This is an optimization exercise on Yosys and OpenROAD, whose aim is small area, a short achievable clock period and few clock cycles, not a production implementation.
Where RTL was checked, it was by simulation tests only, not by an equivalence proof against the original.

// julia_worker
module julia_worker (
	input  logic               tb_clk,
	input  logic               rst,
	input  logic               start,
	input  logic [19:0]        pixel,   
	input  logic [43:0]        c,       
	input  logic               mc_busy,
	output logic               ready,
	output logic               done,
	output logic [63:0]        result   
);
Size: roughly 130 I/O pins.
make LEC_CHECK=0 CAP_MARGIN=60 CORE_MARGIN=2 CORE_UTILIZATION=35 SLEW_MARGIN=60 SYNTH_HIERARCHICAL=1 SYNTH_MINIMUM_KEEP_SIZE=0 finish   # period 14.0 ns
run.sh (not shown) runs the stock make flow with config.mk's settings and CLKGATE_MAP_FILE= SYNTH_SCRIPT=/design/flow/synth_recipe.tcl, a recipe that flattens the netlist after the stock synthesis.
The first run completed with no timing, DRC or antenna violations.
Testbench counts at the start, summed over its fixed seeds: cycles 102,903.
==> next run, changes <==
Settings changed: CAP_MARGIN 60 to 50, CORE_UTILIZATION 35 to 40, SLEW_MARGIN 60 to 50.
=> Maximum frequency falls by about 2.2%. Utilization grows by 5.4 points. Worst setup slack got worse by 140 ps. Global-route usage goes up by 2.2 points. Wire length came out lower by about 2%. Cell area falls by 1.2%. Flip-flop and latch count is unchanged.
==> next run, changes <==
Settings changed: CAP_MARGIN 50 to 60, CORE_UTILIZATION 40 to 45, SLEW_MARGIN 50 to 60.
=> First-iteration DRC count rose by about 9%. Hold slack loses 5.2 ps. Wire length rose by about 0.9%. Utilization rose by 5.3 points. Fmax rose by 1.4%. Synthesized cell count stays the same.
==> next run, changes <==
Settings changed: CORE_UTILIZATION 45 to 40.
=> Routed wire length fell by 0.47%. Core utilization fell by 5.1 points. Worst setup slack improved by 50 ps. Critical path depth rose by 9. Via count fell by 1.4%. Register-to-register slack improved by 40 ps. Design area stays flat. Area after synthesis stays the same.

---

## JK
julia_worker, a different RTL version from the one above (not shown whole).
Size in the first run: about 1800 cells after synthesis, about 170 flip-flops, about 130 I/O pins, roughly 19000 sq um of cells after synthesis.
==> flow/config.mk <==
export PLATFORM = sky130hd
export DESIGN_NAME = julia_worker
export DESIGN_NICKNAME = julia_worker
export VERILOG_FILES = /design/flow/design.v
export SDC_FILE = /design/flow/constraint.sdc
export NUM_CORES = 4
export LEC_CHECK = 0
export CAP_MARGIN = 60
export CORE_MARGIN = 2
export CORE_UTILIZATION = 40
export SLEW_MARGIN = 60
export SYNTH_HIERARCHICAL = 1
export SYNTH_MINIMUM_KEEP_SIZE = 0
==> flow/constraint.sdc <==
create_clock -name core_clock -period 14.0 [get_ports {tb_clk}]
set_input_delay 2.8000 -clock core_clock [delete_from_list [all_inputs] [get_ports {tb_clk}]]
set_output_delay 2.8000 -clock core_clock [all_outputs]
set_load 0.01 [all_outputs]
Input-level comparison between MS and JK:
# JK
export LEC_CHECK = 0
export CAP_MARGIN = 60
export CORE_MARGIN = 2
export CORE_UTILIZATION = 40
export SLEW_MARGIN = 60
export SYNTH_HIERARCHICAL = 1
export SYNTH_MINIMUM_KEEP_SIZE = 0
create_clock -name core_clock -period 14.0 [get_ports {tb_clk}]
# MS
export LEC_CHECK = 0
export CAP_MARGIN = 70
export CORE_MARGIN = 2
export CORE_UTILIZATION = 40
export SLEW_MARGIN = 70
export SYNTH_HIERARCHICAL = 1
export SYNTH_MINIMUM_KEEP_SIZE = 0
create_clock -name core_clock -period 14.0 [get_ports {tb_clk}]
Notes after the runs:
- Between MS and JK, the final instance count without filler cells figures differ only marginally.
- Summary of MS over JK: fmax higher; register cell area after layout level.
- Changes observed in MS relative to JK: final cell utilization of the core increased 0.39 points; clock period minus worst slack decreased 0.023 ns; aggregate global-route resource usage essentially unchanged; met3 wirelength from detailed routing increased 54 um.
No functional check of the RTL was part of any run of this note.

---

v7:
Another version of the RTL of julia_worker (not shown whole).
Size: about 1800 cells after synthesis, about 160 flip-flops, roughly 130 I/O pins.
==> flow/design.v (excerpt) <==
module julia_worker (
	input  logic               tb_clk,
	input  logic               rst,
	input  logic               start,
	input  logic [19:0]        pixel,   
	input  logic [43:0]        c,       
	input  logic               mc_busy,
	output logic               ready,
	output logic               done,
	output logic [63:0]        result   
);
==> flow/config.mk <==
export PLATFORM = sky130hd
export DESIGN_NAME = julia_worker
export DESIGN_NICKNAME = julia_worker
export VERILOG_FILES = /design/flow/design.v
export SDC_FILE = /design/flow/constraint.sdc
export NUM_CORES = 4
export LEC_CHECK = 0
export CAP_MARGIN = 70
export CORE_MARGIN = 2
export CORE_UTILIZATION = 40
export SLEW_MARGIN = 70
export SYNTH_HIERARCHICAL = 1
export SYNTH_MINIMUM_KEEP_SIZE = 0
==> flow/constraint.sdc <==
create_clock -name core_clock -period 14.0 [get_ports {tb_clk}]
set_input_delay 2.8000 -clock core_clock [delete_from_list [all_inputs] [get_ports {tb_clk}]]
set_output_delay 2.8000 -clock core_clock [all_outputs]
set_load 0.01 [all_outputs]
v7 reached the final stage; the timing, design-rule and antenna checks on its layout passed.
What v33 does differently from v7 at the input level:
- CAP_MARGIN: 70 -> 60
- SLEW_MARGIN: 70 -> 60
Findings:
- In the tables for v7 and v33, post-route cell area reads higher with v7.
- Net total in the final layout of v33 is on par with v7.
- Against v7, first-pass GRT wire length in v33 fell slightly.
- Re worst reg2reg path depth: v7 was lower than v33.
- On die area, v7 and v33 are basically level.
- As far as sequential cell area is concerned, v7 and v33 perform about the same.
- Area growth from synthesis to final layout (lower): v33
No functional check of the RTL was part of any run of this note.

-- static timing again, ports no longer ideal --
How much do the figures lean on ideal ports? The routed layouts below were timed once more, with nothing changed but the port constraints. Step 1 sets driving cells, clkbuf_16 on the clock port and buf_2 on the other inputs (assumed; they add their load-dependent delay and slew). Step 2 moves the port delays by t, midway between the first and last clock arrival at a register: inputs arrive t later, outputs are due t later. That takes back most of the time a late clock gives input paths. Three values: ideal ports, drivers, drivers and shift; two values: the first two.
run | shift t [ns] | setup WS [ns] | latest minus earliest clock arrival (ns)
the first run of note 1 | 0.526 | 7.961 / 7.961 / 7.961 | 0.023 / 0.023
the second run of note 1 | 0.516 | 7.826 / 7.801 / 7.826 | 0.012 / 0.012
the third run of note 1 | 0.516 | 7.913 / 7.861 / 7.923 | 0.017 / 0.017
the fourth run of note 1 | 0.514 | 7.963 / 7.963 / 7.963 | 0.012 / 0.011
JK | 0.540 | 7.884 / 7.878 / 7.884 | 0.013 / 0.013
MS | 0.535 | 7.907 / 7.851 / 7.944 | 0.012 / 0.012
v7 | 0.512 | 7.732 / 7.674 / 8.006 | 0.013 / 0.013
v33 | 0.506 | 7.604 / 7.545 / 7.774 | 0.017 / 0.017
After both steps every run listed still meets setup and hold.
